This design comes from an exercise in tuning for small area, a short achievable clock period and few clock cycles on the open sky130 flow, not from production work.
Where RTL was checked, it was by simulation tests only, not by an equivalence proof against the original.
Function not checked in run 8: the RTL went through the layout flow alone.
No activity file was given, so power comes from the tool's default toggle rates.

## flow/config.mk

```make
export PLATFORM = sky130hd
export DESIGN_NAME = ram_sdp_init
export DESIGN_NICKNAME = ram_sdp_init
export VERILOG_FILES = /design/flow/design.v
export SDC_FILE = /design/flow/constraint.sdc
export NUM_CORES = 4
export LEC_CHECK = 0
export ABC_AREA = 1
export CAP_MARGIN = 20
export CORE_MARGIN = 2
export CORE_UTILIZATION = 40
export SETUP_SLACK_MARGIN = 2.5
export SLEW_MARGIN = 20
```

## flow/constraint.sdc

```tcl
create_clock -name core_clock -period 5.0 [get_ports {clk}]
set_input_delay 1.0000 -clock core_clock [delete_from_list [all_inputs] [get_ports {clk}]]
set_output_delay 1.0000 -clock core_clock [all_outputs]
set_load 0.01 [all_outputs]
```

## flow/design.v

```verilog
`default_nettype none
module ram_sdp_init #(
  parameter int          DATA_W = 8,
  parameter int          ADDR_W = 8,
  parameter int unsigned FILL   = 0
) (
  input  logic              clk,
  input  logic              rst_n,
  input  logic              init_req,
  output logic              ready,
  input  logic              we,
  input  logic [ADDR_W-1:0] w_addr,
  input  logic [DATA_W-1:0] w_data,
  input  logic              re,
  input  logic [ADDR_W-1:0] r_addr,
  output logic [DATA_W-1:0] r_data,
  output logic              r_valid
);
  localparam int                c_depth = 2 ** ADDR_W;
  localparam logic [DATA_W-1:0] c_fill  = DATA_W'(FILL);
  logic                r_ready;
  logic                w_clr;
  logic [DATA_W-1:0]   w_wdata;
  logic [DATA_W-1:0]   r_mem [c_depth];
  assign w_clr   = !r_ready || init_req;
  assign w_wdata = w_clr ? c_fill : w_data;
  assign ready   = r_ready;
  always_ff @(posedge clk or negedge rst_n) begin
    if (!rst_n) begin
      r_ready <= 1'b0;
      r_valid <= 1'b0;
    end else begin
      r_ready <= 1'b1;
      r_valid <= r_ready && !init_req && re;
    end
  end
  for (genvar i = 0; i < c_depth; i++) begin : g_word
    always_ff @(posedge clk) begin
      if (w_clr || (we && (w_addr == ADDR_W'(i)))) begin
        r_mem[i] <= w_wdata;
      end
    end
  end
  localparam int c_half = c_depth / 2;
  logic                w_collide;
  logic                w_top;
  logic [DATA_W-1:0]   w_rd_lo;
  logic [DATA_W-1:0]   w_rd_hi;
  logic [DATA_W-1:0]   r_rd_lo;
  logic [DATA_W-1:0]   r_rd_hi;
  assign w_collide = we && (w_addr == r_addr);
  assign w_top     = r_addr[ADDR_W-1];
  assign w_rd_lo   = w_collide ? w_data : r_mem[{1'b0, r_addr[ADDR_W-2:0]}];
  assign w_rd_hi   = w_collide ? w_data : r_mem[{1'b1, r_addr[ADDR_W-2:0]}];
  always_ff @(posedge clk) begin
    r_rd_lo <= w_top ? '0 : w_rd_lo;
    r_rd_hi <= w_top ? w_rd_hi : '0;
  end
  assign r_data = r_rd_lo | r_rd_hi;
endmodule
`default_nettype wire
```

## flow/run.sh

```bash
#!/bin/bash
# synth_recipe.tcl (not shown) runs the flow's synth.tcl, then flattens the netlist and writes it again
# the make line also repeats each setting of config.mk as NAME=value (left out here)
make -C /OpenROAD-flow-scripts/flow DESIGN_CONFIG=/design/flow/config.mk WORK_HOME=/design/flow/orfs CLKGATE_MAP_FILE= SYNTH_SCRIPT=/design/flow/synth_recipe.tcl finish
```

==> results of run 1 <==
==> critical path, cell delays in order (launching register included) <==
cell	delay, ns
dfxtp_1	0.31
or2_4	0.30
buf_6	0.14
==> stage by stage <==
step	total power (uW)	instance area (sq um)	hold WS, ns	util, %
after floorplan	21300	82100	0.581	-
after global placement	22300	89100	0.614	43.6
after detailed placement	22300	89100	0.621	43.6
after CTS	37600	97800	0.233	47.9
after global routing	38500	98700	0.244	48.3
final	37500	98700	0.266	48.3
==> cells by family (layout without fill, tap and decap cells) <==
| logic type | after synthesis | count (layout) | synth area share [%] |
|---|---|---|---|
| AND/OR/NAND/NOR | 4352 | 4355 | 21.1 |
| flip-flops | 2066 | 2066 | 75.4 |
| AO/OA/AOI/OAI | 280 | 280 | 1.77 |
| buffers and inverters | 331 | 1096 | 1.64 |
| XOR/XNOR | 1 | 1 | 0.0107 |
| other | 1 | 23 | 0.00457 |
==> cell usage after synthesis (all sizes together) <==
cell type  count  area (sq um)
nand2       2783         10500
edfxtp      2048         61500
nor2         844          3220
nand3        704          3540
o21ai        242          1210
clkbuf       190           713
buf           89           437
inv           50           188
a21oi         19          95.1
dfxtp         16           320
o31ai         16           120
or2            8          50.1
nand4          6          37.5
nor3           3          15.0
nor4           3          18.8
clkinv         2          7.51
dfrtp          2          50.1
and3           1          6.26
conb           1          3.75
o2111ai        1          8.76
o211ai         1          7.51
o22a           1          8.76
xnor2          1          8.76
==> routing by layer <==
metal  up-vias  global-route usage (%)  routed length (um)
li1      25400                       -                   -
met1     28000                    35.9              108000
met2      3461                    38.8              123000
met3       567                    4.84               30500
met4        20                    12.1               13600
met5         -                       0                 147
==> state kept, by name, indices dropped and copies added, names as in the netlist <==
name and cells:
r_mem 2048, r_rd_hi 8, r_rd_lo 8, r_ready 1, r_valid 1
==> cells in the final DEF, fill, tap and decap left out, drive strengths merged, types with 3 or more instances in the layout <==
cell type and n:
nor4 3, diode 22, bufinv 16, clkdlybuf4s50 13, buf 627, nand3 704, inv 57, edfxtp 2048
clkinv 103, o21ai 242, nor2 847, clkbuf 269, a21oi 19, dlygate4sd2 3, nand4 6, o31ai 16
or2 8, nor3 3, nand2 2783, clkdlybuf4s15 3, dfxtp 16
==> report_power, final <==
group	internal [uW]	switching (uW)	leakage, uW
Combinational	461	1360	0.0159
Clock	8610	6730	0.00325
Sequential	20100	262	0.0232
Total	29200	8350	0.0423
==> layout make-up <==
| type | instances | share of cell area (%) |
|---|---|---|
| sequential | 2066 | 62.7 |
| multi-input combinational | 4637 | 20.7 |
| timing repair buffer | 657 | 6.18 |
| clock buffer | 261 | 5.60 |
| tap | 2688 | 3.41 |
| clock inverter | 125 | 1.13 |
| inverter | 52 | 0.264 |
| antenna | 22 | 0.0558 |
| timing repair inverter | 1 | 0.00887 |
==> worst max path at each step <==
stage,start,endpoint,slack (ns),cells after the start
finish,r_rd_lo[6],r_data[6],2.37,2
CTS,r_rd_lo[0],r_data[0],2.34,2
global placement,r_addr[3],r_rd_lo[7],-0.02,15
detailed placement,r_addr[0],r_rd_hi[0],0.19,17
global route,r_rd_hi[0],r_data[0],2.37,2
floorplan,init_req,r_mem[0][0],0.92,4
==> what timing repair did <==
action | 4_1_cts | 5_1_grt
pin swaps | 38 | 23
gates resized for setup | 459 | 134
hold buffers | 0 | 0
setup buffers | 65 | 34
cloned | 9 | 3
setup endpoints to repair | 2296 | 778
==> summary.txt, run 1 <==
RSZ-0062 raised after global routing yes; syn nets 7060; worst slew pin tran 0.730 ns; flops & latches, synth 2066; number of fill cells in the layout 17.8k; final WL 275000 um; GP Congestion 0.973; Die ar. 209000 sq um; Std-Cell Rows 166; CTS Buf Count 211; share of cells above drive strength 1 16.4%; clock latency at the later pin of the worst-skew pair 0.89 ns; overall die width 457 um; CP Class reg2out; CP Capture Type primary output; worst r2r dst r_mem[5][5]; min cycle time layout 2.63 ns; Layout Area Growth over Synthesis 20.3%; initial antenna violation count 35; status complete, no violations; clock sink count 2066; pre-CTS setup slack 0.193 ns; post-route setup slack 2.37 ns; routed via count 57.5k; max_cap viols 0; fin cells 10.5k; Longest Clk Path Bufs 3; vias in the first global route 53.3k; Slew Limit Fails 0; first-pass GRT wire length 386000 um; Pwr per Cell Area 380 nW/um^2; All-Layer GR Usage 25.7%; Storage cell area 61900 sq um; part of the cycle the worst path needs 52.7%; HPWL Detailed 177000 um; Worst setup SP type flop; Core Footprint 204000 sq um; wire length per cell 26.1 um; Setup TNS 0 ns; io pins 39; Worst-path clk slew 0.06 ns; WP data required 4.00 ns; largest net degree at the start of global routing 154; cells after synthesis 7031; area occupied by multi-input gates 20400 sq um; drt first pass iters 6; final hold vios 0; Seq/Total Area, Yosys 75.4%; clk root buf clkbuf_16; Hold Crit Class in2async; Detailed Route Iter0 Violations 8336; grt ovf 0; IO buf count 38; drt drc 0; H-tree level count 4; synthesized area 82000 sq um; CP Max Fanout 1; P_leak 0.0423 uW; Net count, final 7655; FF-to-FF Start r_ready; Via density 5.47; Die H 457 um; post-route ant nets 0; CTS tree done; synth warn 2; Netlist cell types 28; Fmax 380 MHz; Worst Path Arrival 1.63 ns; dpl cells 9990; Final Skew 0.0445 ns; Slew headroom 51.3%; R2R setup slack 2.61 ns; reg2reg path depth 6; mean post-synth cell area 11.7 sq um; effective utilization at floorplan 40.2%; final count of negative-setup-slack endpoints 0; Peak VDD IR 293 uV
Testbench counts, summed over its fixed seeds: cycles 32,784.
==> run 2: changes to the inputs <==
--- a/flow/config.mk
+++ b/flow/config.mk
@@ -9,5 +9,8 @@
 export CAP_MARGIN = 20
 export CORE_MARGIN = 2
 export CORE_UTILIZATION = 40
+export CTS_BUF_LIST = sky130_fd_sc_hd__clkbuf_16
+export CTS_CLUSTER_DIAMETER = 60
+export CTS_CLUSTER_SIZE = 50
 export SETUP_SLACK_MARGIN = 2.5
 export SLEW_MARGIN = 20
==> summary.txt, run 2 <==
status complete, no violations; wire length per cell 26.3 um (+0.61%); IO buf count 38 (unchanged); crit path buf inv count 1 (unchanged); CTS tree done; top cell family by delay on the critical path flip-flops; min cycle time layout 2.61 ns (-0.0278 ns); hold_ws 0.322 ns (+0.0557 ns); synth warn 2 (unchanged); Post-synth EDFFs 2048 (unchanged); Std-Cell Rows 166 (unchanged); Yosys top cell area share 75.0% (unchanged); Largest regs r_mem (2048), r_rd_hi (8), r_rd_lo (8); dpl cells 9990 (unchanged); Hold Crit Class in2async; number of fill cells in the layout 18.0k (+0.81%); drt drc 0 (unchanged); Peak VDD IR 313 uV (+6.9%); cell area after layout 97200 sq um (-1.5%); worst slew pin tran 0.766 ns (+0.0361 ns); Worst setup SP type flop; flops & latches, synth 2066 (unchanged); logic gate share of total power 5.2% (+0.3 points); io pins 39 (unchanged); GP Congestion 0.973 (unchanged); net switching power 8380 uW (+0.30%); Via density 5.49 (+0.35%); HPWL Detailed 177000 um (unchanged); RSZ-0062 raised after global routing yes; largest net degree at the start of global routing 154 (unchanged); clock sink count 2066 (unchanged); grt ovf 0 (unchanged); CTS Buf Count 145 (-31%); cell taking the most area after synthesis edfxtp_1; largest register by flop count r_mem; share of cells above drive strength 1 16.6% (+0.25 points); Slew Limit Fails 0 (unchanged); Tot Pwr 35100 uW (-6.5%); CP Capture Type primary output; Storage cell area 61900 sq um (about the same); max reg flops 2048 (unchanged); hold_buf cts 0 (unchanged); All-Layer GR Usage 25.5% (-0.23 points); final count of negative-setup-slack endpoints 0 (unchanged); clock latency at the later pin of the worst-skew pair 0.84 ns (-0.05 ns); synthesized area 82000 sq um (unchanged); placed cell area 89100 sq um (unchanged); Final Skew 0.0323 ns (-0.0122 ns); area occupied by multi-input gates 20500 sq um (+0.79%); internal cell power 26700 uW (-8.5%); commonest non-fill, non-tap cell in the layout nand2_1; CP Depth 2 (unchanged); Longest Clk Path Bufs 3 (unchanged); Seq/Total Area, Yosys 75.4% (unchanged); Synth area leaders edfxtp_1 (75%), nand2_1 (13%), nand3_1 (4.3%), nor2_1 (3.8%), o21ai_0 (1.5%); clk root buf clkbuf_16; routed via count 57.0k (-0.84%); Net count, final 7582 (-0.95%); WP data required 4.00 ns (about the same); Detailed Route Iter0 Violations 8310 (-0.31%); synth cell count leaders nand2_1 (2781), edfxtp_1 (2048), nor2_1 (823), nand3_1 (701), o21ai_0 (242); Flop pwr share 58.0% (+3.7 points); Worst-path clk slew 0.08 ns (+0.02 ns); utilization after layout 47.6% (-0.74 points); mean post-synth cell area 11.7 sq um (unchanged); most common cell in the synthesized netlist nand2_1; Worst Path Arrival 1.61 ns (-0.02 ns); final WL 273000 um (-0.59%); first-pass GRT wire length 382000 um (-0.98%); overall die width 457 um (unchanged); drt first pass iters 6 (unchanged); Synth Flop Type edfxtp_1; Netlist cell types 28 (unchanged); Slew headroom 48.9% (-2.5 points); H-tree level count 4 (unchanged); cells after synthesis 7031 (unchanged); Die H 457 um (unchanged); vias in the first global route 52.5k (-1.5%); Fmax 384 MHz (+1.1%); Layout Area Growth over Synthesis 18.5%; Post-synth ARST share 0.0968% (unchanged); commonest non-fill, non-tap cells in the layout nand2_1 (2692), edfxtp_1 (2048), nand3_1 (689); Switching Share 23.9% (+1.6 points); Slowest Stage Delay on Critical Path 0.31 ns (about the same); effective utilization at floorplan 40.2% (unchanged); CP Max Fanout 1 (unchanged); P_leak 0.0415 uW (-1.8%); fin cells 10.4k (-1.2%); syn nets 7060 (unchanged); post-route ant nets 0 (unchanged); final hold vios 0 (unchanged); Die ar. 209000 sq um (unchanged); Pwr per Cell Area 361 nW/um^2 (-5.1%); slowest stage cell, crit path dfxtp_1; CP Cell Sequence or2_4, buf_6; part of the cycle the worst path needs 52.1% (-0.56 points); reg2reg path depth 6 (unchanged); Clock power frac 36.8% (-4.1 points); CP Class reg2out; initial antenna violation count 24 (-31%); max_cap viols 0 (unchanged); Core Footprint 204000 sq um (unchanged)
-- run 2: cell types whose count changed in the layout (fill, tap and decap cells not counted), moves of 11 or more --
| cell | change |
|---|---|
| clkinv_1 | -49 |
| inv_1 | +12 |
| clkinv_4 | +11 |
| clkinv_2 | -29 |
| nor2_2 | +16 |
| clkbuf_16 | -63 |
| clkbuf_1 | -47 |
| inv_6 | +13 |
| nor2_1 | -25 |
| clkinv_8 | +20 |
-- run 2: cells by family (layout without fill, tap and decap cells) --
logic type / count (synthesis) / after routing / synth area share (%)
xor+xnor: 1 / 1 / 0.0107
buf+inv: 331 / 974 / 1.64
flops: 2066 / 2066 / 75.4
simple gates: 4352 / 4355 / 21.1
compound gates: 280 / 280 / 1.77
other cells: 1 / 20 / 0.00457
-- run 2: through the flow --
stage	setup TNS [ns]	setup WS, ns
after global placement	-0.0203	-0.0203
after global routing	0	2.38
after CTS	0	2.35
after detailed placement	0	0.193
after floorplan	0	0.922
final	0	2.39
-- run 2: power groups by stage --
stage,Sequential [uW],Clock (uW),Combinational (uW)
detailed placement,20700,0,1610
global placement,20700,0,1580
CTS,20300,13000,1740
global route,20400,13600,1880
floorplan,20700,0,670
finish,20300,12900,1820
-- run 2: metal layers --
metal | part of all wire, % | track usage [%] | up-vias
li1 | - | - | 25200
met1 | 40 | 35.6 | 28000
met2 | 45 | 38.4 | 3203
met3 | 10 | 4.65 | 515
met4 | 5.3 | 12.4 | 4
met5 | 0.0095 | 0 | -
-- run 2: cell type report --
class	instances	share of cell area, %
Sequential cell	2066	63.7
Multi-Input combinational cell	4637	21.1
Timing Repair Buffer	650	6.12
Clock buffer	150	3.86
Tap cell	2688	3.46
Clock inverter	121	1.42
Inverter	52	0.260
Antenna cell	19	0.0489
Timing Repair inverter	1	0.00901
-- run 2: path summary, 6_finish.rpt --
check                         endpoint  slack, ns         from
max                          r_data[4]       2.39   r_rd_lo[4]
min in group core_clock     r_rd_lo[2]       0.64  r_mem[0][2]
min reg2reg                 r_rd_lo[2]       0.64  r_mem[0][2]
min                            r_ready       0.32        rst_n
max in group asynchronous      r_valid       4.56        rst_n
max reg2reg                r_mem[5][5]       2.63      r_ready
-- run 2: worst reg2reg max path: stages, from the launching register on --
cell and delay [ns]:
dfrtp_1 0.35, inv_1 0.06, nor2_4 0.13, buf_12 0.32
clkinv_8 0.22, nor2_4 0.40, buf_12 0.43
-- run 2: timing repair --
item / in CTS / in global routing
gates resized for setup: 462 / 180
setup buffers: 62 / 30
setup endpoints to repair: 2396 / 959
endpoints found under the hold margin: 0 / 0
gates cloned: 6 / 6
pin swaps: 37 / 26
==> run 3: changes to the inputs <==
--- a/flow/config.mk
+++ b/flow/config.mk
@@ -14,3 +14,4 @@
 export CTS_CLUSTER_SIZE = 50
 export SETUP_SLACK_MARGIN = 2.5
 export SLEW_MARGIN = 20
+export TNS_END_PERCENT = 10
==> summary.txt, run 3 <==
status complete, no violations; drt first pass iters 6 (unchanged); final hold vios 0 (unchanged); vias in the first global route 52.4k (-0.23%); Yosys top cell area share 75.0% (unchanged); P_leak 0.0413 uW (-0.51%); initial antenna violation count 25 (+4.2%); Longest Clk Path Bufs 3 (unchanged); most common cell in the synthesized netlist nand2_1; Via density 5.47 (-0.40%); Seq/Total Area, Yosys 75.4% (unchanged); Switching Share 23.8% (-0.073 points); syn nets 7060 (unchanged); Largest regs r_mem (2048), r_rd_hi (8), r_rd_lo (8); Synth area leaders edfxtp_1 (75%), nand2_1 (13%), nand3_1 (4.3%), nor2_1 (3.8%), o21ai_0 (1.5%); post-route setup slack 2.30 ns (-0.0907 ns); IO buf count 38 (unchanged); hold_ws 0.318 ns (-0.00389 ns); Fmax 371 MHz (-3.4%); cell taking the most area after synthesis edfxtp_1; Core Footprint 204000 sq um (unchanged); Std-Cell Rows 166 (unchanged); net switching power 8340 uW (-0.47%); synth warn 2 (unchanged); effective utilization at floorplan 40.2% (unchanged); Pwr per Cell Area 363 nW/um^2 (+0.40%); clock sink count 2066 (unchanged); Tot Pwr 35000 uW (-0.16%); final count of negative-setup-slack endpoints 0 (unchanged); Layout Area Growth over Synthesis 17.8%; Peak VDD IR 315 uV (+0.66%); Netlist cell types 28 (unchanged); largest net degree at the start of global routing 154 (unchanged); worst slew pin tran 1.14 ns (+0.372 ns); Storage cell area 61900 sq um (unchanged); Slew headroom 24.2% (-25 points); post-route ant nets 0 (unchanged); io pins 39 (unchanged); CP Class in2reg; Die H 457 um (unchanged); mean post-synth cell area 11.7 sq um (unchanged); Post-synth EDFFs 2048 (unchanged); logic gate share of total power 5.1% (about the same); Worst-path clk slew 0.08 ns (about the same); clk root buf clkbuf_16; Net count, final 7558 (-0.32%); CTS tree done; part of the cycle the worst path needs 53.9% (+1.8 points); Detailed Route Iter0 Violations 8201 (-1.3%); Crit path top cell by count nand2_1; GP Congestion 0.973 (unchanged); CTS Buf Count 145 (unchanged); max_cap viols 0 (unchanged); drt drc 0 (unchanged); routed via count 56.6k (-0.63%); Slowest Stage Delay on Critical Path 0.32 ns (about the same); synthesized area 82000 sq um (unchanged); Post-synth ARST share 0.0968% (unchanged); number of fill cells in the layout 18.0k (+0.26%); share of cells above drive strength 1 15.5% (-1.1 points); wire length per cell 26.1 um (-0.77%); Clock power frac 36.8% (about the same); CP Max Fanout 8 (+7); Worst Setup SP r_addr[3]; Hold Crit Class in2async; pre-CTS setup slack 0.193 ns (unchanged); Worst Path Arrival 3.46 ns (+1.85 ns); slowest stage cell, crit path nor2_4; Flop pwr share 58.1% (about the same); RSZ-0062 raised after global routing yes; commonest non-fill, non-tap cell in the layout nand2_1; grt ovf 0 (unchanged); Die ar. 209000 sq um (unchanged); Slew Limit Fails 0 (unchanged); largest register by flop count r_mem; All-Layer GR Usage 25.5% (about the same); Synth Flop Type edfxtp_1; min cycle time layout 2.70 ns (+0.0907 ns); Worst setup SP type input port; final WL 270000 um (-1.0%); max reg flops 2048 (unchanged); flops & latches, synth 2066 (unchanged); HPWL Detailed 177000 um (unchanged); synth cell count leaders nand2_1 (2781), edfxtp_1 (2048), nor2_1 (823), nand3_1 (701), o21ai_0 (242); internal cell power 26700 uW (about the same); Final Skew 0.0276 ns (-0.00468 ns); H-tree level count 4 (unchanged); commonest non-fill, non-tap cells in the layout nand2_1 (2709), edfxtp_1 (2048), nand3_1 (690); first-pass GRT wire length 382000 um (about the same); clock latency at the later pin of the worst-skew pair 0.83 ns (about the same); CP Cell Sequence clkbuf_4, nor2_4, nand2_2, buf_12, nor2_1, buf_4, nand2_1, nand2_1, nor2_1, nand2_1, nor2_1, nand2_1, nor2_1, nand3_1, nand2_1, a21oi_1; area occupied by multi-input gates 20300 sq um (-1.2%); cells after synthesis 7031 (unchanged); FF-to-FF Start r_ready; WP data required 5.77 ns (+1.77 ns); overall die width 457 um (unchanged); CP Capture Type flop
==> run 3: what timing repair did <==
item / 4_1_cts / 5_1_grt
buffers inserted: 51 / 21
pin swaps: 35 / 15
gates cloned: 6 / 2
hold buffers: 0 / 0
gates resized for setup: 455 / 85
endpoints found under the setup margin: 2396 / 1586
==> run 3: worst paths after layout <==
check	to	slack [ns]	cells after the start
max in group asynchronous	r_valid	4.57	1
worst max-delay path	r_rd_lo[7]	2.30	16
worst min register to register	r_rd_lo[0]	0.64	4
worst min-delay path	r_ready	0.32	1
worst max register to register	r_mem[150][5]	2.53	6
min in group core_clock	r_rd_lo[0]	0.64	4
==> run 3: area by class of cell <==
| type | instances | share of cell area, % |
|---|---|---|
| Antenna cell | 19 | 0.0492 |
| Timing Repair inverter | 1 | 0.00906 |
| Tap cell | 2688 | 3.48 |
| Timing Repair Buffer | 626 | 5.86 |
| Inverter | 52 | 0.258 |
| Sequential cell | 2066 | 64.0 |
| Clock inverter | 121 | 1.43 |
| Multi-Input combinational cell | 4637 | 21.0 |
| Clock buffer | 150 | 3.88 |
==> run 3: logic make-up after synthesis <==
kind of cell	share of synthesized area [%]
AO/OA/AOI/OAI	1.77
flip-flops	75.4
other	0.00457
buffers and inverters	1.64
XOR/XNOR	0.0107
AND/OR/NAND/NOR	21.1
==> run 3: routing by layer <==
metal / GRT usage, % / share of wire, % / vias to the layer above
met4: 12.1 / 4.9 / 6
li1: - / - / 25200
met2: 38.5 / 45 / 3053
met3: 4.50 / 10 / 503
met5: 0 / 0.017 / -
met1: 35.7 / 40 / 27900
==> run 3: worst max-delay path: cells and delay by family <==
| family | cells | cell delay [ns] |
|---|---|---|
| AND/OR/NAND/NOR | 12 | 1.73 |
| buffers and inverters | 3 | 0.61 |
| AO/OA/AOI/OAI | 1 | 0.11 |
==> run 3: through the flow <==
stage | util [%] | setup TNS, ns | std cells | cell area (sq um)
after floorplan | - | 0 | 7031 | 82100
after global placement | 43.6 | -0.0203 | 9988 | 89100
after detailed placement | 43.6 | 0 | 9990 | 89100
after CTS | 47.0 | 0 | 10300 | 96000
after global routing | 47.3 | 0 | 10400 | 96600
final | 47.3 | 0 | 10400 | 96600
==> run 3: power by group through the flow <==
stage / clock network, uW / logic [uW] / registers (uW)
6_report: 12900 / 1780 / 20300
5_1_grt: 13600 / 1840 / 20400
4_1_cts: 13000 / 1720 / 20300
3_5_place_dp: 0 / 1610 / 20700
3_3_place_gp: 0 / 1580 / 20700
2_1_floorplan: 0 / 670 / 20700
==> run 4: changes to the inputs <==
--- a/flow/config.mk
+++ b/flow/config.mk
@@ -12,6 +12,5 @@
 export CTS_BUF_LIST = sky130_fd_sc_hd__clkbuf_16
 export CTS_CLUSTER_DIAMETER = 60
 export CTS_CLUSTER_SIZE = 50
-export SETUP_SLACK_MARGIN = 2.5
+export SETUP_SLACK_MARGIN = 3.0
 export SLEW_MARGIN = 20
-export TNS_END_PERCENT = 10
==> summary.txt, run 4 <==
status complete, no violations; number of fill cells in the layout 17.1k (-4.8%); Slowest Stage Delay on Critical Path 0.33 ns (about the same); Detailed Route Iter0 Violations 9181 (+12%); drt first pass iters 6 (unchanged); Worst-path clk slew 0.08 ns (about the same); Post-synth ARST share 0.0968% (unchanged); routed via count 59.7k (+5.4%); share of cells above drive strength 1 26.2% (+11 points); overall die width 457 um (unchanged); Yosys top cell area share 75.0% (unchanged); most common cell in the synthesized netlist nand2_1; Largest regs r_mem (2048), r_rd_hi (8), r_rd_lo (8); final count of negative-setup-slack endpoints 0 (unchanged); Storage cell area 61900 sq um (unchanged); FF-to-FF Start r_ready; max reg flops 2048 (unchanged); clock latency at the later pin of the worst-skew pair 0.85 ns (+0.02 ns); Seq/Total Area, Yosys 75.4% (unchanged); largest net degree at the start of global routing 96 (-38%); final WL 296000 um (+9.5%); CTS tree done; Synth Flop Type edfxtp_1; net switching power 8620 uW (+3.4%); All-Layer GR Usage 27.2% (+1.8 points); commonest non-fill, non-tap cells in the layout nand2_1 (2425), edfxtp_1 (2048), nand3_1 (666); Die H 457 um (unchanged); hold_buf cts 0 (unchanged); P_leak 0.0444 uW (+7.6%); cells after synthesis 7031 (unchanged); top cell family by delay on the critical path flip-flops; Switching Share 24.2% (+0.43 points); min cycle time layout 2.62 ns (-0.0782 ns); internal cell power 26900 uW (+0.93%); Fmax 382 MHz (+3.0%); Final Skew 0.0318 ns (+0.00423 ns); syn nets 7060 (unchanged); clk root buf clkbuf_16; Net count, final 7836 (+3.7%); Layout Area Growth over Synthesis 27.4%; Die ar. 209000 sq um (unchanged); Tot Pwr 35600 uW (+1.5%); Via density 5.61 (+2.6%); Core Footprint 204000 sq um (unchanged); grt ovf 0 (unchanged); logic gate share of total power 6.3% (+1.2 points); initial antenna violation count 20 (-20%); Setup TNS 0 ns (unchanged); Peak VDD IR 312 uV (-0.98%); max_cap viols 0 (unchanged); area occupied by multi-input gates 23500 sq um (+16%); Longest Clk Path Bufs 3 (unchanged); synthesized area 82000 sq um (unchanged); Hold Crit Class in2async; clock sink count 2066 (unchanged); cell taking the most area after synthesis edfxtp_1; first-pass GRT wire length 405000 um (+6.1%); Synth area leaders edfxtp_1 (75%), nand2_1 (13%), nand3_1 (4.3%), nor2_1 (3.8%), o21ai_0 (1.5%); WP data required 4.00 ns (-1.77 ns); Slew Limit Fails 0 (unchanged); post-route ant nets 0 (unchanged); io pins 39 (unchanged); CP Max Fanout 1 (-7); worst slew pin tran 0.719 ns (-0.419 ns); H-tree level count 4 (unchanged); flops & latches, synth 2066 (unchanged); CP Cell Sequence or2_4, buf_6; Worst setup SP type flop; Netlist cell types 28 (unchanged); Flop pwr share 57.2% (-0.9 points); Worst Path Arrival 1.62 ns (-1.84 ns); IO buf count 38 (unchanged); HPWL Detailed 177000 um (unchanged); final hold vios 0 (unchanged); mean post-synth cell area 11.7 sq um (unchanged); wire length per cell 27.8 um (+6.6%); part of the cycle the worst path needs 52.4% (-1.6 points); effective utilization at floorplan 40.2% (unchanged); CP Capture Type primary output; vias in the first global route 54.6k (+4.2%); largest register by flop count r_mem; CP Class reg2out; commonest non-fill, non-tap cell in the layout nand2_1; Worst Setup SP r_rd_hi[4]; crit path buf inv count 1 (-2); Slew headroom 52.0% (+28 points); Std-Cell Rows 166 (unchanged); CTS Buf Count 145 (unchanged); slowest stage cell, crit path dfxtp_1; Pwr per Cell Area 340 nW/um^2 (-6.1%); synth cell count leaders nand2_1 (2781), edfxtp_1 (2048), nor2_1 (823), nand3_1 (701), o21ai_0 (242); drt drc 0 (unchanged); GP Congestion 0.973 (unchanged); RSZ-0062 raised after global routing yes; Clock power frac 36.5% (-0.3 points); synth warn 2 (unchanged); Post-synth EDFFs 2048 (unchanged)
[run 4: cell count changes in the layout (fill, tap and decap cells not counted), moves of 19 or more]
cell     change
nand2_1    -284
nor2_1     -268
nand2_2    +182
nor2_4     +174
buf_6      +125
nor2_2      +97
nand2_4     +93
buf_12      +66
buf_16      +34
nand3_1     -24
o21ai_0     -24
buf_8       +19
[run 4: timing repair]
action	4_1_cts	5_1_grt
setup endpoints to repair	4075	1547
hold endpoints to repair	0	0
pin swaps	268	312
setup buffers	212	78
resized for setup	1245	605
gates cloned	45	23
[run 4: worst register-to-register path, cell delays in order (launching register included)]
cell and delay (ns):
dfrtp_1 0.39, inv_2 0.07, nor2_4 0.04, buf_16 0.13, buf_4 0.16, buf_12 0.17, buf_12 0.27, o21ai_1 0.23
buf_4 0.25
[run 4: layer usage]
metal / vias to the layer above / wire, um / track usage (%)
met5: - / 67 / 0
met4: 10 / 19200 / 16.0
met3: 780 / 34100 / 5.32
met2: 3892 / 131000 / 40.3
met1: 29200 / 112000 / 37.4
li1: 25800 / - / -
[run 4: kinds of logic after synthesis]
family	Yosys count	share of synthesized area [%]
other	1	0.00457
and+or+nand+nor	4352	21.1
xor gates and xnor gates	1	0.0107
buffers and inverters	331	1.64
AOI/OAI and AO/OA	280	1.77
DFF	2066	75.4
[run 4: metrics by stage]
step / util (%) / worst slack, ns / hold slack, ns / instances / instance area, sq um
CTS: 49.6 / 2.35 / 0.269 / 10500 / 101000
floorplan: - / 0.922 / 0.581 / 7031 / 82100
global route: 51.2 / 2.38 / 0.305 / 10600 / 104000
global placement: 43.6 / -0.0203 / 0.614 / 9988 / 89100
detailed placement: 43.6 / 0.193 / 0.621 / 9990 / 89100
finish: 51.2 / 2.38 / 0.321 / 10600 / 105000
[run 4: path summary, 6_finish.rpt]
kind / depth (start not counted) / to / slack, ns
worst max-delay path: 2 / r_data[4] / 2.38
worst min-delay path: 1 / r_ready / 0.32
worst max register to register: 8 / r_mem[20][1] / 3.02
worst min register to register: 4 / r_rd_lo[1] / 0.63
max in group asynchronous: 1 / r_valid / 4.56
min in group core_clock: 4 / r_rd_lo[1] / 0.63
[run 4: cell type report]
type / count / area share (%)
timing repair inverter: 1 / 0.00838
tap: 2688 / 3.22
clock inverter: 121 / 1.32
timing repair buffer: 901 / 9.81
antenna: 23 / 0.0551
clock buffer: 150 / 3.59
multi-input combinational: 4640 / 22.5
sequential: 2066 / 59.2
inverter: 52 / 0.316
[run 4: power groups by stage]
| stage | Combinational (uW) | Sequential, uW | Clock (uW) |
|---|---|---|---|
| finish | 2240 | 20400 | 13000 |
| global route | 2280 | 20400 | 13700 |
| CTS | 2050 | 20300 | 13000 |
| detailed placement | 1610 | 20700 | 0 |
| global placement | 1580 | 20700 | 0 |
| floorplan | 670 | 20700 | 0 |
==> run 5: changes to the inputs <==
--- a/flow/config.mk
+++ b/flow/config.mk
@@ -12,5 +12,5 @@
 export CTS_BUF_LIST = sky130_fd_sc_hd__clkbuf_16
 export CTS_CLUSTER_DIAMETER = 60
 export CTS_CLUSTER_SIZE = 50
-export SETUP_SLACK_MARGIN = 3.0
+export SETUP_SLACK_MARGIN = 2.3
 export SLEW_MARGIN = 20
==> summary.txt, run 5 <==
Net count, final 7545 (-3.7%); grt met1 use 35.8% (-1.6 points); Core Footprint 204000 sq um (unchanged); clock sink count 2066 (unchanged); Slew headroom 32.3% (-20 points); Slowest Stage Delay on Critical Path 0.64 ns (+0.31 ns); syn nets 7060 (unchanged); Netlist cell types 28 (unchanged); flops & latches, synth 2066 (unchanged); max_cap viols 0 (unchanged); All-Layer GR Usage 25.4% (-1.8 points); Via density 5.47 (-2.5%); min cycle time layout 2.79 ns (+0.177 ns); largest register by flop count r_mem; worst r2r dst r_mem[178][1]; Seq/Total Area, Yosys 75.4% (unchanged); synth cell count leaders nand2_1 (2781), edfxtp_1 (2048), nor2_1 (823), nand3_1 (701), o21ai_0 (242); status complete, no violations; CP Capture Type flop; Setup TNS 0 ns (unchanged); grt met2 use 38.4% (-1.8 points); clk root buf clkbuf_16; P_leak 0.0412 uW (-7.4%); Final Skew 0.0269 ns (-0.00494 ns); wire length per cell 26.1 um (-6.3%); Global Route met3 Usage 4.44% (-0.88 points); clock latency at the later pin of the worst-skew pair 0.83 ns (-0.02 ns); most common cell in the synthesized netlist nand2_1; part of the cycle the worst path needs 55.9% (+3.5 points); final hold vios 0 (unchanged); CTS Buf Count 145 (unchanged); overall die width 457 um (unchanged); drt drc 0 (unchanged); H-tree level count 4 (unchanged); Std-Cell Rows 166 (unchanged); HPWL Detailed 177000 um (unchanged); io pins 39 (unchanged); number of fill cells in the layout 18.1k (+5.5%); top cell family by delay on the critical path buffers and inverters; commonest non-fill, non-tap cell in the layout nand2_1; vias in the first global route 52.1k (-4.5%); Worst Path Arrival 3.34 ns (+1.72 ns); cells after synthesis 7031 (unchanged); slowest stage cell, crit path clkdlybuf4s50_1; GP Congestion 0.973 (unchanged); Storage cell area 61900 sq um (about the same); commonest non-fill, non-tap cells in the layout nand2_1 (2729), edfxtp_1 (2048), nand3_1 (692); cell taking the most area after synthesis edfxtp_1; final WL 270000 um (-8.9%); Die ar. 209000 sq um (unchanged); Slew Limit Fails 0 (unchanged); worst slew pin tran 1.02 ns (+0.297 ns); FF-to-FF Start r_ready; Tot Pwr 35000 uW (-1.6%); area occupied by multi-input gates 20000 sq um (-15%); Layout Area Growth over Synthesis 17.1%; WP data required 5.54 ns (+1.54 ns); drt first pass iters 6 (unchanged); CP Cell Sequence clkdlybuf4s50_1, nor2_2, nand3_2, o31ai_1, buf_4; Detailed Route Iter0 Violations 8478 (-7.7%); largest net degree at the start of global routing 154 (+60%); Worst setup SP type input port; CTS tree done; mean post-synth cell area 11.7 sq um (unchanged); Worst-path clk slew 0.08 ns (about the same); Peak VDD IR 313 uV (+0.34%); Die H 457 um (unchanged); Hold Crit Class in2async; CP Depth 5 (+3); RSZ-0062 raised after global routing yes; gr busiest metal met2; final count of negative-setup-slack endpoints 0 (unchanged); IO buf count 38 (unchanged); Pwr per Cell Area 364 nW/um^2 (+7.0%); effective utilization at floorplan 40.2% (unchanged); Fmax 358 MHz (-6.3%); Synth area leaders edfxtp_1 (75%), nand2_1 (13%), nand3_1 (4.3%), nor2_1 (3.8%), o21ai_0 (1.5%); utilization after layout 47.1% (-4.1 points); Yosys top cell area share 75.0% (unchanged); first-pass GRT wire length 381000 um (-6.0%); post-route setup slack 2.21 ns (-0.177 ns); Post-synth ARST share 0.0968% (unchanged); R2R setup slack 2.48 ns (-0.54 ns); grt ovf 0 (unchanged); initial antenna violation count 26 (+30%); Largest regs r_mem (2048), r_rd_hi (8), r_rd_lo (8); crit path buf inv count 2 (+1); synth warn 2 (unchanged); Longest Clk Path Bufs 3 (unchanged); routed via count 56.6k (-5.2%); CP Max Fanout 16 (+15); max reg flops 2048 (unchanged); Post-synth EDFFs 2048 (unchanged); share of cells above drive strength 1 14.6% (-12 points); pre-CTS setup slack 0.193 ns (unchanged); post-route ant nets 0 (unchanged); synthesized area 82000 sq um (unchanged); Synth Flop Type edfxtp_1; CP Class in2reg; reg2reg path depth 6 (-2)
[run 5: cell counts after synthesis]
Identical to the previous run, type by type.
[run 5: cell families after synthesis]
| family | count (synthesis) | synth area share (%) |
|---|---|---|
| AND/OR/NAND/NOR | 4352 | 21.1 |
| XOR/XNOR | 1 | 0.0107 |
| other | 1 | 0.00457 |
| AO/OA/AOI/OAI | 280 | 1.77 |
| flip-flops | 2066 | 75.4 |
| buffers and inverters | 331 | 1.64 |
[run 5: area by class of cell]
class | count | share of cell area (%)
Inverter | 52 | 0.258
Clock buffer | 150 | 3.91
Multi-Input combinational cell | 4637 | 20.9
Tap cell | 2688 | 3.50
Timing Repair Buffer | 613 | 5.60
Antenna cell | 17 | 0.0443
Sequential cell | 2066 | 64.4
Clock inverter | 121 | 1.44
Timing Repair inverter | 1 | 0.00912
[run 5: how the worst max path moves through the flow]
stage	start	to	slack (ns)
5_1_grt	w_addr[7]	r_mem[214][4]	2.17
4_1_cts	r_addr[1]	r_rd_hi[0]	2.25
3_5_place_dp	r_addr[0]	r_rd_hi[0]	0.19
2_1_floorplan	init_req	r_mem[0][0]	0.92
6_report	w_addr[7]	r_mem[15][0]	2.21
3_3_place_gp	r_addr[3]	r_rd_lo[7]	-0.02
[run 5: metal layers]
layer	up-vias	wire, um
met2	3081	121000
met1	27900	108000
met3	487	27600
li1	25100	-
met4	10	13000
met5	-	68
[run 5: worst reg2reg max path, delay by kind of cell, from the launching register on]
kind	cells	cell delay [ns]
buf+inv	4	1.01
flops	1	0.34
simple gates	2	0.74
[run 5: what timing repair did]
item,4_1_cts,5_1_grt
cloned,5,0
setup buffers,36,26
pin swaps,23,13
hold buffers,0,0
gates resized for setup,292,132
setup endpoints to repair,1359,447
[run 5: power by group]
group	switching [uW]	internal (uW)
combinational	1330	411
sequential	262	20100
clock	6740	6170
[run 5: metrics by stage]
step | instance area, sq um | hold slack (ns) | cells
finish | 96100 | 0.326 | 10300
global route | 96100 | 0.304 | 10300
CTS | 95400 | 0.269 | 10300
detailed placement | 89100 | 0.621 | 9990
global placement | 89100 | 0.614 | 9988
floorplan | 82100 | 0.581 | 7031
==> run 6: changes to the inputs <==
--- a/flow/config.mk
+++ b/flow/config.mk
@@ -12,5 +12,6 @@
 export CTS_BUF_LIST = sky130_fd_sc_hd__clkbuf_16
 export CTS_CLUSTER_DIAMETER = 60
 export CTS_CLUSTER_SIZE = 50
-export SETUP_SLACK_MARGIN = 2.3
+export PLACE_DENSITY = 0.75
+export SETUP_SLACK_MARGIN = 2.5
 export SLEW_MARGIN = 20
==> summary.txt, run 6 <==
final hold vios 0 (unchanged); cells after synthesis 7031 (unchanged); IO buf count 38 (unchanged); H-tree level count 3 (-1); CP Cell Sequence or2_4, buf_6; FF-to-FF Start r_ready; Post-synth EDFFs 2048 (unchanged); Worst Setup SP r_rd_hi[7]; CP Capture Type primary output; CP Max Fanout 1 (-15); worst slew pin tran 0.846 ns (-0.169 ns); mean post-synth cell area 11.7 sq um (unchanged); GP Congestion 1.01 (+4.0%); Switching Share 23.9% (+0.070 points); worst r2r dst r_mem[61][5]; cell taking the most area after synthesis edfxtp_1; largest net degree at the start of global routing 133 (-14%); Worst-path clk slew 0.09 ns (about the same); number of fill cells in the layout 17.3k (-4.0%); Worst setup SP type flop; Core Footprint 204000 sq um (unchanged); Longest Clk Path Bufs 3 (unchanged); CTS Buf Count 113 (-22%); net switching power 7960 uW (-4.4%); synthesized area 82000 sq um (unchanged); min cycle time layout 2.64 ns (-0.153 ns); Setup TNS 0 ns (unchanged); first-pass GRT wire length 363000 um (-4.8%); top cell family by delay on the critical path flip-flops; logic gate share of total power 5.3% (+0.3 points); Largest regs r_mem (2048), r_rd_hi (8), r_rd_lo (8); flops & latches, synth 2066 (unchanged); CP Class reg2out; All-Layer GR Usage 23.7% (-1.7 points); Tot Pwr 33400 uW (-4.7%); P_leak 0.0410 uW (-0.38%); largest register by flop count r_mem; CP Depth 2 (-3); Final Skew 0.0470 ns (+0.0201 ns); Layout Area Growth over Synthesis 17.2% (about the same); Synth area leaders edfxtp_1 (75%), nand2_1 (13%), nand3_1 (4.3%), nor2_1 (3.8%), o21ai_0 (1.5%); Yosys top cell area share 75.0% (unchanged); synth warn 2 (unchanged); final WL 255000 um (-5.5%); synth cell count leaders nand2_1 (2781), edfxtp_1 (2048), nor2_1 (823), nand3_1 (701), o21ai_0 (242); drt first pass iters 9 (+3); Slowest Stage Delay on Critical Path 0.37 ns (-0.27 ns); CTS tree done; Slew headroom 43.5% (+11 points); wire length per cell 24.7 um (-5.2%); final count of negative-setup-slack endpoints 0 (unchanged); slowest stage cell, crit path dfxtp_2; RSZ-0062 raised after global routing yes; syn nets 7060 (unchanged); WP data required 4.00 ns (-1.54 ns); Net count, final 7545 (unchanged); part of the cycle the worst path needs 52.8% (-3.1 points); share of cells above drive strength 1 15.5% (+0.85 points); Seq/Total Area, Yosys 75.4% (unchanged); hold_buf cts 0 (unchanged); crit path buf inv count 1 (-1); Std-Cell Rows 166 (unchanged); Clock power frac 33.7% (-3.2 points); Storage cell area 61900 sq um (about the same); Worst Path Arrival 1.64 ns (-1.70 ns); Via density 5.55 (+1.6%); Fmax 379 MHz (+5.8%); Post-synth ARST share 0.0968% (unchanged); Slew Limit Fails 0 (unchanged); vias in the first global route 53.7k (+3.0%); Die ar. 209000 sq um (unchanged); reg2reg path depth 6 (unchanged); Worst Setup EP r_data[7]; max_cap viols 0 (unchanged); area occupied by multi-input gates 20500 sq um (+2.3%); Detailed Route Iter0 Violations 9112 (+7.5%); routed via count 57.2k (+1.2%); drt drc 0 (unchanged); Netlist cell types 28 (unchanged); Synth Flop Type edfxtp_1; io pins 39 (unchanged); clk root buf clkbuf_16; post-route ant nets 0 (unchanged); Peak VDD IR 293 uV (-6.6%); clock latency at the later pin of the worst-skew pair 0.81 ns (-0.02 ns); most common cell in the synthesized netlist nand2_1; initial antenna violation count 18 (-31%); commonest non-fill, non-tap cells in the layout nand2_1 (2701), edfxtp_1 (2048), nand3_1 (690); HPWL Detailed 167000 um (-5.8%); Pwr per Cell Area 347 nW/um^2 (-4.7%); Flop pwr share 61.0% (+2.9 points); max reg flops 2048 (unchanged); clock sink count 2066 (unchanged); commonest non-fill, non-tap cell in the layout nand2_1; Die H 457 um (unchanged); R2R setup slack 2.94 ns (+0.46 ns); status complete, no violations; overall die width 457 um (unchanged); Hold Crit Class in2async; grt ovf 0 (unchanged); internal cell power 25400 uW (-4.7%); effective utilization at floorplan 40.2% (unchanged)
-- run 6: per-stage QoR --
stage	cells	utilization, %	hold slack, ns	setup WS, ns	cell area, sq um
after floorplan	7031	-	0.581	0.922	82100
after global placement	9968	43.6	0.607	0.207	89000
after detailed placement	9970	43.6	0.633	0.184	89000
after CTS	10200	46.5	0.309	2.38	95000
after global routing	10300	47.1	0.340	2.35	96100
final	10300	47.1	0.345	2.36	96100
-- run 6: worst reg2reg max path: stages (launching register included) --
cell and delay (ns):
dfrtp_1 0.36, inv_1 0.07, nor2_4 0.09, buf_4 0.22, buf_12 0.38, o21ai_0 0.47, buf_4 0.26
-- run 6: area by class of cell --
cell class	instances	area share, %
sequential	2066	64.4
clock inverter	99	1.39
antenna	9	0.0234
inverter	52	0.258
multi-input combinational	4638	21.3
tap	2688	3.50
clock buffer	115	2.99
timing repair buffer	645	6.14
-- run 6: repair_timing --
item | in CTS | in global routing
setup endpoints to repair | 2928 | 975
resized for setup | 420 | 196
cloned | 5 | 2
buffers inserted | 58 | 54
pin swaps | 29 | 24
-- run 6: logic make-up (layout without fill, tap and decap cells) --
group	Yosys count	in the layout	synth area share [%]
AND/OR/NAND/NOR	4352	4356	21.1
flip-flops	2066	2066	75.4
buffers and inverters	331	911	1.64
AO/OA/AOI/OAI	280	280	1.77
other	1	10	0.00457
XOR/XNOR	1	1	0.0107
-- run 6: metal layers --
metal	global-route usage [%]	wire length [um]
met1	30.5	90100
met2	35.6	113000
met3	6.49	33700
met4	14.8	17600
met5	0	66
-- run 6: worst min path at each step --
stage,from,end,depth (start not counted)
finish,rst_n,r_valid,1
global route,rst_n,r_valid,1
CTS,rst_n,r_ready,1
floorplan,r_mem[0][0],r_rd_lo[0],4
detailed placement,r_mem[0][1],r_rd_lo[1],4
global placement,r_mem[0][3],r_rd_lo[3],4
-- run 6: power groups by stage --
stage | logic (uW) | registers [uW] | clock network [uW]
3_3_place_gp | 1510 | 20700 | 0
3_5_place_dp | 1540 | 20700 | 0
2_1_floorplan | 670 | 20700 | 0
4_1_cts | 1670 | 20300 | 11300
6_report | 1770 | 20400 | 11200
5_1_grt | 1830 | 20400 | 11800
==> run 7: changes to the inputs <==
--- a/flow/config.mk
+++ b/flow/config.mk
@@ -12,6 +12,6 @@
 export CTS_BUF_LIST = sky130_fd_sc_hd__clkbuf_16
 export CTS_CLUSTER_DIAMETER = 60
 export CTS_CLUSTER_SIZE = 50
-export PLACE_DENSITY = 0.75
+export PLACE_DENSITY = 0.9
 export SETUP_SLACK_MARGIN = 2.5
 export SLEW_MARGIN = 20
==> summary.txt, run 7 <==
status complete, no violations; drt drc 0 (unchanged); Worst setup SP type input port; Flop pwr share 60.5% (-0.5 points); Post-synth EDFFs 2048 (unchanged); worst r2r dst r_mem[225][7]; synth cell count leaders nand2_1 (2781), edfxtp_1 (2048), nor2_1 (823), nand3_1 (701), o21ai_0 (242); Setup TNS 0 ns (unchanged); final count of negative-setup-slack endpoints 0 (unchanged); logic gate share of total power 5.3% (about the same); HPWL Detailed 167000 um (-0.11%); Slew Limit Fails 0 (unchanged); flops & latches, synth 2066 (unchanged); Slowest Stage Delay on Critical Path 0.46 ns (+0.09 ns); internal cell power 25600 uW (+0.60%); highest metal used met5; WL met1 84600 um (-6.1%); commonest non-fill, non-tap cells in the layout nand2_1 (2729), edfxtp_1 (2048), nand3_1 (693); clock sink count 2066 (unchanged); hold_buf cts 0 (unchanged); Synth Flop Type edfxtp_1; number of fill cells in the layout 16.6k (-4.0%); Core Footprint 204000 sq um (unchanged); slowest stage cell, crit path nor2_1; share of cells above drive strength 1 15.0% (-0.48 points); Std-Cell Rows 166 (unchanged); Worst-path clk slew 0.10 ns (about the same); utilization after layout 47.1% (about the same); clock latency at the later pin of the worst-skew pair 0.87 ns (+0.06 ns); met3 WL post-DR 39200 um (+16%); cells after synthesis 7031 (unchanged); H-tree level count 3 (unchanged); final hold vios 0 (unchanged); initial antenna violation count 34 (+16); worst slew pin tran 1.11 ns (+0.263 ns); CTS tree done; Largest regs r_mem (2048), r_rd_hi (8), r_rd_lo (8); Clock power frac 34.2% (+0.5 points); Layout Area Growth over Synthesis 17.3% (about the same); WP data required 5.74 ns (+1.74 ns); CTS Buf Count 117 (+3.5%); syn nets 7060 (unchanged); Yosys top cell area share 75.0% (unchanged); post-route ant nets 0 (unchanged); Die ar. 209000 sq um (unchanged); GP Congestion 1.00 (-0.95%); Peak VDD IR 316 uV (+8.1%); commonest non-fill, non-tap cell in the layout nand2_1; pre-CTS setup slack 0.170 ns (-0.0141 ns); clk root buf clkbuf_16; Synth area leaders edfxtp_1 (75%), nand2_1 (13%), nand3_1 (4.3%), nor2_1 (3.8%), o21ai_0 (1.5%); Netlist cell types 28 (unchanged); All-Layer GR Usage 24.2% (+0.56 points); largest net degree at the start of global routing 177 (+33%); wire length per cell 25.7 um (+4.0%); vias in the first global route 56.1k (+4.5%); CP Capture Type flop; Die H 457 um (unchanged); CP Max Fanout 8 (+7); most common cell in the synthesized netlist nand2_1; max_cap viols 0 (unchanged); routed via count 60.1k (+5.0%); Seq/Total Area, Yosys 75.4% (unchanged); final WL 265000 um (+4.2%); Via density 5.82 (+4.8%); RSZ-0062 raised after global routing yes; top cell family by delay on the critical path simple AND/OR/NAND/NOR gates; min cycle time layout 2.61 ns (-0.0267 ns); Longest Clk Path Bufs 3 (unchanged); Post-synth ARST share 0.0968% (unchanged); P_leak 0.0410 uW (about the same); Net count, final 7537 (-0.11%); Worst Path Arrival 3.36 ns (+1.72 ns); Fmax 382 MHz (+1.0%); R2R setup slack 2.72 ns (-0.22 ns); cell area after layout 96200 sq um (about the same); CP Class in2reg; drt first pass iters 10 (+1); Tot Pwr 33700 uW (+1.0%); reg2reg path depth 5 (-1); Switching Share 24.2% (+0.34 points); first-pass GRT wire length 373000 um (+2.8%); FF-to-FF Start r_ready; grt ovf 0 (unchanged); mean post-synth cell area 11.7 sq um (unchanged); largest register by flop count r_mem; IO buf count 38 (unchanged); Met2 Routed Length 118000 um (+4.3%); overall die width 457 um (unchanged); cell taking the most area after synthesis edfxtp_1; crit path buf inv count 4 (+3); Hold Crit Class in2async; max reg flops 2048 (unchanged); io pins 39 (unchanged); placed cell area 88900 sq um (-0.14%); part of the cycle the worst path needs 52.3% (-0.53 points); synth warn 2 (unchanged); effective utilization at floorplan 40.2% (unchanged); Crit path top cell by count nand2_1; Slew headroom 26.0% (-17 points); Final Skew 0.0975 ns (+0.0506 ns); net switching power 8160 uW (+2.5%); Detailed Route Iter0 Violations 12.2k (+34%); CP Cell Sequence buf_6, inv_2, nor2_4, nand2_1, buf_4, nor2_4, buf_2, nand2_1, nand2_1, nor2_1, nand2_1, nor2_1, nand2_1, nor2_1, nand2_1, nand2_1, a21oi_1; post-route setup slack 2.39 ns (+0.0267 ns); synthesized area 82000 sq um (unchanged); Pwr per Cell Area 350 nW/um^2 (+0.98%)
[run 7: cell count changes in the layout (fill, tap and decap cells not counted), moves of 10 or more]
| cell | before | now |
|---|---|---|
| diode_2 | 9 | 34 |
| buf_12 | 68 | 58 |
| nor2_4 | 119 | 90 |
| nand2_2 | 58 | 35 |
| buf_4 | 514 | 478 |
| inv_8 | 20 | 10 |
| nor2_2 | 90 | 126 |
| nand2_1 | 2701 | 2729 |
| buf_6 | 32 | 50 |
[run 7: worst register-to-register path, cell delays in order, from the launching register on]
cell,delay (ns)
dfrtp_1,0.36
inv_1,0.06
nor2_4,0.17
clkinv_8,0.15
nor2_4,0.76
buf_4,0.50
[run 7: cell families (layout without fill, tap and decap cells)]
kind of cell,after synthesis,in the layout,share of synthesized area (%)
other,1,35,0.00457
AO/OA/AOI/OAI,280,280,1.77
flip-flops,2066,2066,75.4
buffers and inverters,331,907,1.64
AND/OR/NAND/NOR,4352,4356,21.1
XOR/XNOR,1,1,0.0107
[run 7: worst max-delay path by stage]
stage,slack [ns],depth (start not counted),startpoint,endpoint
after floorplan,0.92,4,init_req,r_mem[0][0]
after global placement,0.19,16,r_addr[0],r_rd_hi[5]
after detailed placement,0.17,16,r_addr[0],r_rd_lo[2]
after CTS,2.36,19,r_addr[1],r_rd_lo[2]
after global routing,2.41,2,r_rd_lo[0],r_data[0]
final,2.39,17,r_addr[2],r_rd_hi[0]
[run 7: timing repair]
action | CTS | global route
resized for setup | 373 | 214
cloned | 8 | 11
setup buffers | 47 | 44
pin swaps | 26 | 39
setup endpoints to repair | 3612 | 453
[run 7: final cells by class]
cell class,instances,area [sq um],share of cell area [%]
Inverter,52,243,0.252
Clock buffer,118,2950,3.07
Tap cell,2688,3360,3.50
Multi-Input combinational cell,4638,20200,21.0
Antenna cell,34,85.1,0.0884
Clock inverter,104,1460,1.52
Timing Repair Buffer,633,6000,6.23
Sequential cell,2066,61900,64.3
[run 7: stage by stage]
step / hold slack [ns] / std cells
final: 0.281 / 10300
after global routing: 0.289 / 10300
after CTS: 0.279 / 10200
after global placement: 0.615 / 9967
after detailed placement: 0.621 / 9967
after floorplan: 0.581 / 7031
[run 7: power groups by stage]
stage          sequential, uW  combinational [uW]  clock, uW
5_1_grt                 20500                1830      12100
6_report                20400                1790      11500
4_1_cts                 20400                1640      11500
3_5_place_dp            20800                1530          0
2_1_floorplan           20700                 670          0
3_3_place_gp            20700                1480          0
[run 7: routing by layer]
layer  track usage [%]  up-vias
met5            0.0230        -
met4              18.0       18
met3              7.00     1238
met2              37.0     5411
met1              29.3    28300
li1                  -    25100
==> run 8: changes to the inputs <==
--- a/flow/design.v
+++ b/flow/design.v
@@ -22,7 +22,7 @@
   logic                w_clr;
   logic [DATA_W-1:0]   w_wdata;
   logic [DATA_W-1:0]   r_mem [c_depth];
-  assign w_clr   = !r_ready || init_req;
+  assign w_clr   = !r_ready;
   assign w_wdata = w_clr ? c_fill : w_data;
   assign ready   = r_ready;
   always_ff @(posedge clk or negedge rst_n) begin
@@ -30,7 +30,7 @@
       r_ready <= 1'b0;
       r_valid <= 1'b0;
     end else begin
-      r_ready <= 1'b1;
+      r_ready <= !(r_ready && init_req);
       r_valid <= r_ready && !init_req && re;
     end
   end
--- a/flow/config.mk
+++ b/flow/config.mk
@@ -12,6 +12,5 @@
 export CTS_BUF_LIST = sky130_fd_sc_hd__clkbuf_16
 export CTS_CLUSTER_DIAMETER = 60
 export CTS_CLUSTER_SIZE = 50
-export PLACE_DENSITY = 0.9
 export SETUP_SLACK_MARGIN = 2.5
 export SLEW_MARGIN = 20
==> summary.txt, run 8 <==
fin cells 10.3k (-0.66%); initial antenna violation count 22 (-35%); slowest stage cell, crit path dfrtp_4; post-route setup slack 2.28 ns (-0.106 ns); Hold Crit Class in2async; crit path buf inv count 4 (unchanged); Yosys top cell area share 75.3% (+0.33 points); post-route ant nets 0 (unchanged); Layout Area Growth over Synthesis 22.7%; overall die width 456 um (-0.22%); pre-CTS setup slack 0.139 ns (-0.0302 ns); Synth area leaders edfxtp_1 (75%), nand2_1 (13%), nor2_1 (3.8%), nand3_1 (3.1%), o21ai_0 (1.5%); part of the cycle the worst path needs 54.4% (+2.1 points); vias in the first global route 54.1k (-3.5%); WP data required 5.45 ns (-0.29 ns); dpl cells 9744 (-2.2%); min cycle time layout 2.72 ns (+0.106 ns); cell taking the most area after synthesis edfxtp_1; worst r2r dst r_mem[143][2]; Worst setup SP type flop; CTS tree done; Longest Clk Path Bufs 3 (unchanged); max_cap viols 0 (unchanged); final WL 308000 um (+16%); syn nets 6997 (-0.89%); synth warn 2 (unchanged); P_leak 0.0389 uW (-5.0%); Slowest Stage Delay on Critical Path 0.57 ns (+0.11 ns); CP Capture Type flop; worst slew pin tran 0.953 ns (-0.156 ns); commonest non-fill, non-tap cells in the layout nand2_1 (2798), edfxtp_1 (2048), nor2_1 (613); Core Footprint 203000 sq um (-0.80%); synthesized area 81700 sq um (-0.44%); wire length per cell 30.0 um (+17%); Slew Limit Fails 0 (unchanged); CTS Buf Count 135 (+15%); Die ar. 208000 sq um (-0.44%); largest register by flop count r_mem; Post-synth EDFFs 2048 (unchanged); io pins 39 (unchanged); Tot Pwr 36000 uW (+6.7%); Post-synth ARST share 0.0968% (unchanged); Fmax 368 MHz (-3.9%); Net count, final 7500 (-0.49%); Worst Path Arrival 3.18 ns (-0.18 ns); mean post-synth cell area 11.7 sq um (+0.46%); most common cell in the synthesized netlist nand2_1; Via density 5.68 (-2.3%); clk root buf clkbuf_16; R2R setup slack 2.28 ns (-0.44 ns); cells after synthesis 6968 (-0.90%); Worst-path clk slew 0.09 ns (about the same); HPWL Detailed 199000 um (+19%); clock latency at the later pin of the worst-skew pair 0.84 ns (-0.03 ns); Peak VDD IR 333 uV (+5.2%); All-Layer GR Usage 28.9% (+4.7 points); IO buf count 38 (unchanged); number of fill cells in the layout 17.4k (+4.7%); Slew headroom 36.4% (+10 points); FF-to-FF Start r_ready; max reg flops 2048 (unchanged); Std-Cell Rows 165 (-0.60%); GP Congestion 1.03 (+2.5%); routed via count 58.3k (-3.0%); drt first pass iters 6 (-4); Pwr per Cell Area 359 nW/um^2 (+2.4%); top cell family by delay on the critical path buffers and inverters; final count of negative-setup-slack endpoints 0 (unchanged); flops & latches, synth 2066 (unchanged); synth cell count leaders nand2_1 (2880), edfxtp_1 (2048), nor2_1 (816), nand3_1 (508), o21ai_0 (242); largest net degree at the start of global routing 117 (-34%); Largest regs r_mem (2048), r_rd_hi (8), r_rd_lo (8); grt ovf 0 (unchanged); CP Cell Sequence buf_4, buf_16, nand2_4, clkinvlp_4, buf_12; final hold vios 0 (unchanged); Synth Flop Type edfxtp_1; Final Skew 0.0515 ns (-0.0460 ns); H-tree level count 4 (+1); first-pass GRT wire length 422000 um (+13%); clock sink count 2066 (unchanged); drt drc 0 (unchanged); Setup TNS 0 ns (unchanged); CP Max Fanout 86 (+78); hold_ws 0.329 ns (+0.0488 ns); share of cells above drive strength 1 18.6% (+3.6 points); CP Class reg2reg; reg2reg path depth 5 (unchanged); Seq/Total Area, Yosys 75.8% (+0.33 points); effective utilization at floorplan 40.3% (+0.15 points); RSZ-0062 raised after global routing yes; Die H 456 um (-0.22%); Netlist cell types 25 (-11%); status complete, no violations; commonest non-fill, non-tap cell in the layout nand2_1; Detailed Route Iter0 Violations 8940 (-27%)
run 8: report_power, final:
part	leakage, uW	internal [uW]	switching, uW
Combinational	0.0165	730	2140
Sequential	0.0201	20400	297
Clock	0.00232	5800	6560
Total	0.0389	27000	9000
run 8: worst max path at each step:
stage	start	endpoint	slack, ns	depth (start not counted)
CTS	r_rd_lo[1]	r_data[1]	2.30	2
finish	r_ready	r_mem[143][2]	2.28	5
global placement	r_addr[3]	r_rd_hi[5]	0.11	14
detailed placement	r_addr[1]	r_rd_hi[5]	0.14	15
global route	r_rd_lo[3]	r_data[3]	2.34	2
floorplan	w_data[7]	r_mem[0][7]	1.51	2
run 8: worst register-to-register path, delay by kind of cell (launching register included):
kind / cells / cell delay, ns
buf+inv: 4 / 1.08
flops: 1 / 0.57
simple gates: 1 / 0.56
run 8: kinds of logic (layout without fill, tap and decap cells):
group | Yosys count | in the layout | share of synthesized area, %
and+or+nand+nor | 4298 | 4304 | 20.8
DFF | 2066 | 2066 | 75.8
buffers and inverters | 326 | 934 | 1.65
AOI/OAI and AO/OA | 275 | 275 | 1.74
xor gates and xnor gates | 3 | 3 | 0.0322
other | 0 | 11 | 0
run 8: through the flow:
step | instance area [sq um] | utilization (%)
after detailed placement | 89400 | 44.1
after CTS | 98600 | 48.7
after global placement | 89400 | 44.1
final | 100000 | 49.5
after floorplan | 84000 | -
after global routing | 100000 | 49.5
run 8: per-layer routing:
layer	track usage [%]	wire length [um]	vias to the layer above
li1	-	-	24900
met1	38.7	115000	28700
met3	7.25	37800	771
met4	15.7	19800	8
met2	43.4	136000	3953
met5	0	66	-
run 8: area by class of cell:
cell class	instances	area, sq um	area share [%]
Antenna cell	11	27.5	0.0275
Timing Repair Buffer	617	7020	7.01
Multi-Input combinational cell	4582	22900	22.8
Inverter	66	309	0.308
Clock buffer	139	3480	3.47
Timing Repair inverter	3	15.0	0.0150
Tap cell	2672	3340	3.34
Clock inverter	109	1260	1.26
Sequential cell	2066	61900	61.8
run 8: timing repair:
item | CTS | global route
endpoints found under the setup margin | 3139 | 830
endpoints found under the hold margin | 0 | 0
hold buffers | 0 | 0
pin swaps | 122 | 65
resized for setup | 537 | 166
cloned | 16 | 4
buffers inserted | 185 | 57
==> run 9: changes to the inputs <==
--- a/flow/design.v
+++ b/flow/design.v
@@ -22,7 +22,7 @@
   logic                w_clr;
   logic [DATA_W-1:0]   w_wdata;
   logic [DATA_W-1:0]   r_mem [c_depth];
-  assign w_clr   = !r_ready;
+  assign w_clr   = !r_ready || init_req;
   assign w_wdata = w_clr ? c_fill : w_data;
   assign ready   = r_ready;
   always_ff @(posedge clk or negedge rst_n) begin
@@ -30,7 +30,7 @@
       r_ready <= 1'b0;
       r_valid <= 1'b0;
     end else begin
-      r_ready <= !(r_ready && init_req);
+      r_ready <= 1'b1;
       r_valid <= r_ready && !init_req && re;
     end
   end
--- a/flow/config.mk
+++ b/flow/config.mk
@@ -10,7 +10,7 @@
 export CORE_MARGIN = 2
 export CORE_UTILIZATION = 40
 export CTS_BUF_LIST = sky130_fd_sc_hd__clkbuf_16
-export CTS_CLUSTER_DIAMETER = 60
-export CTS_CLUSTER_SIZE = 50
+export CTS_CLUSTER_DIAMETER = 90
+export CTS_CLUSTER_SIZE = 24
 export SETUP_SLACK_MARGIN = 2.5
 export SLEW_MARGIN = 20
==> summary.txt, run 9 <==
status complete, no violations; Die ar. 209000 sq um (+0.44%); final hold vios 0 (unchanged); Via density 5.49 (-3.4%); vias in the first global route 52.1k (-3.8%); P_leak 0.0406 uW (+4.3%); CP Max Fanout 8 (-91%); Seq/Total Area, Yosys 75.4% (-0.33 points); mean post-synth cell area 11.7 sq um (-0.46%); hold_buf cts 0 (unchanged); share of cells above drive strength 1 15.2% (-3.4 points); HPWL Detailed 177000 um (-11%); pre-CTS setup slack 0.193 ns (+0.0538 ns); Yosys top cell area share 75.0% (-0.33 points); reg2reg path depth 6 (+1); overall die width 457 um (+0.22%); clock latency at the later pin of the worst-skew pair 0.79 ns (-0.05 ns); Post-synth EDFFs 2048 (unchanged); Longest Clk Path Bufs 3 (unchanged); Netlist cell types 28 (+12%); CP Capture Type flop; CP Depth 18 (+13); part of the cycle the worst path needs 52.4% (-2.0 points); Post-synth ARST share 0.0968% (unchanged); synth warn 2 (unchanged); slowest stage cell, crit path nor2_1; synthesized area 82000 sq um (+0.44%); Fmax 382 MHz (+3.8%); max reg flops 2048 (unchanged); Net count, final 7543 (+0.57%); WP data required 5.68 ns (+0.23 ns); Final Skew 0.0372 ns (-0.0143 ns); cell area after layout 95200 sq um (-4.9%); dpl cells 9990 (+2.5%); largest net degree at the start of global routing 118 (+0.85%); largest register by flop count r_mem; wire length per cell 26.5 um (-12%); GP Congestion 0.973 (-5.3%); max_cap viols 0 (unchanged); first-pass GRT wire length 381000 um (-9.8%); Slew headroom 49.6% (+13 points); IO buf count 38 (unchanged); CP Class in2reg; CTS tree done; worst slew pin tran 0.756 ns (-0.198 ns); top cell family by delay on the critical path simple AND/OR/NAND/NOR gates; placed cell area 89100 sq um (-0.32%); hold_ws 0.359 ns (+0.0295 ns); Worst Setup SP r_addr[2]; flops & latches, synth 2066 (unchanged); io pins 39 (unchanged); Std-Cell Rows 166 (+0.61%); CTS Buf Count 102 (-24%); Worst Setup EP r_rd_hi[0]; initial antenna violation count 24 (+9.1%); min cycle time layout 2.62 ns (-0.100 ns); met3 WL post-DR 27700 um (-27%); most common cell in the synthesized netlist nand2_1; post-route setup slack 2.38 ns (+0.100 ns); routed via count 56.3k (-3.4%); Slowest Stage Delay on Critical Path 0.23 ns (-0.34 ns); Pwr per Cell Area 332 nW/um^2 (-7.5%); FF-to-FF Start r_ready; Hold Crit Class in2async; Tot Pwr 31600 uW (-12%); Worst-path clk slew 0.10 ns (about the same); commonest non-fill, non-tap cells in the layout nand2_1 (2695), edfxtp_1 (2048), nand3_1 (690); Die H 457 um (+0.22%); Worst setup SP type input port; post-route ant nets 0 (unchanged); Worst Path Arrival 3.30 ns (+0.12 ns)
run 9: timing repair:
action,4_1_cts,5_1_grt
hold endpoints to repair,0,0
pin swaps,38,28
endpoints found under the setup margin,2795,854
gates resized for setup,457,208
buffers inserted,67,30
gates cloned,6,5
run 9: cell families (layout without fill, tap and decap cells):
logic type	Yosys count	in the layout	synth area share (%)
AND/OR/NAND/NOR	4352	4355	21.1
flip-flops	2066	2066	75.4
buffers and inverters	331	853	1.64
AO/OA/AOI/OAI	280	280	1.77
other	1	20	0.00457
XOR/XNOR	1	1	0.0107
run 9: worst register-to-register path, stage by stage, from the launching register on:
cell	delay, ns
dfrtp_1	0.35
inv_1	0.06
nor2_4	0.12
buf_12	0.34
clkinv_8	0.23
nor2_4	0.30
buf_12	0.39
run 9: area by class of cell:
class / count / area, sq um / area share (%)
inverter: 52 / 259 / 0.272
clock inverter: 40 / 294 / 0.309
timing repair inverter: 1 / 8.76 / 0.00920
tap: 2688 / 3360 / 3.53
timing repair buffer: 654 / 6140 / 6.44
multi-input combinational: 4637 / 20600 / 21.6
sequential: 2066 / 61900 / 65.0
clock buffer: 106 / 2650 / 2.78
antenna: 19 / 47.5 / 0.0499
run 9: layer usage:
metal  up-vias  track usage (%)
met3       509             4.15
met4        14             12.0
li1      25000                -
met5         -                0
met1     27700             35.9
met2      3112             38.2
run 9: how the worst min path moves through the flow:
| stage | end |
|---|---|
| 2_1_floorplan | r_rd_lo[0] |
| 3_3_place_gp | r_rd_lo[5] |
| 3_5_place_dp | r_rd_lo[1] |
| 4_1_cts | r_ready |
| 5_1_grt | r_ready |
| 6_report | r_ready |
run 9: stage by stage:
stage	util (%)	TNS, ns
final	46.7	0
after CTS	46.1	0
after detailed placement	43.6	0
after floorplan	-	0
after global routing	46.6	0
after global placement	43.6	-0.0203
run 9: power breakdown:
group	switching [uW]	internal [uW]
clock	5550	3890
combinational	1370	471
sequential	261	20100
total	7170	24400
Testbench counts of run 9, summed over its fixed seeds: cycles 32,784.

-- re-timing with driven ports --
Ports are ideal in the flow. The routed layouts listed here were re-timed in OpenROAD.
Step 1, drivers: a clkbuf_16 drives clk and a buf_2 each remaining input, both assumed.
Step 2 adds t to the input delays and takes it off the output delays; t is the mean of the earliest and latest rising clock arrival at the registers after step 1. Input paths then give back, and output paths get back, about the clock's delay inside the block.
a / b / c = no drivers / after step 1 / after step 2; a / b = the first two.
run	shift t [ns]	setup WS [ns]	worst slew at a driven data input, ns
run 1	0.953	2.367 / 2.285 / 1.413	0.25
run 2	0.921	2.395 / 2.300 / 1.420	0.26
run 3	0.923	2.304 / 2.217 / 1.294	0.26
run 4	0.928	2.382 / 2.287 / 1.623	0.28
run 5	0.922	2.206 / 2.177 / 1.255	0.25
run 6	0.892	2.359 / 2.264 / 1.417	0.20
run 7	0.898	2.385 / 2.328 / 1.429	0.17
run 8	0.904	2.279 / 2.265 / 1.399	0.23
run 9	0.871	2.379 / 2.332 / 1.463	0.25
After both steps setup and hold are still met in every run listed. The setup slack of run 3, which loses most, moves by -0.087 ns with the drivers and by -1.010 ns with both steps.
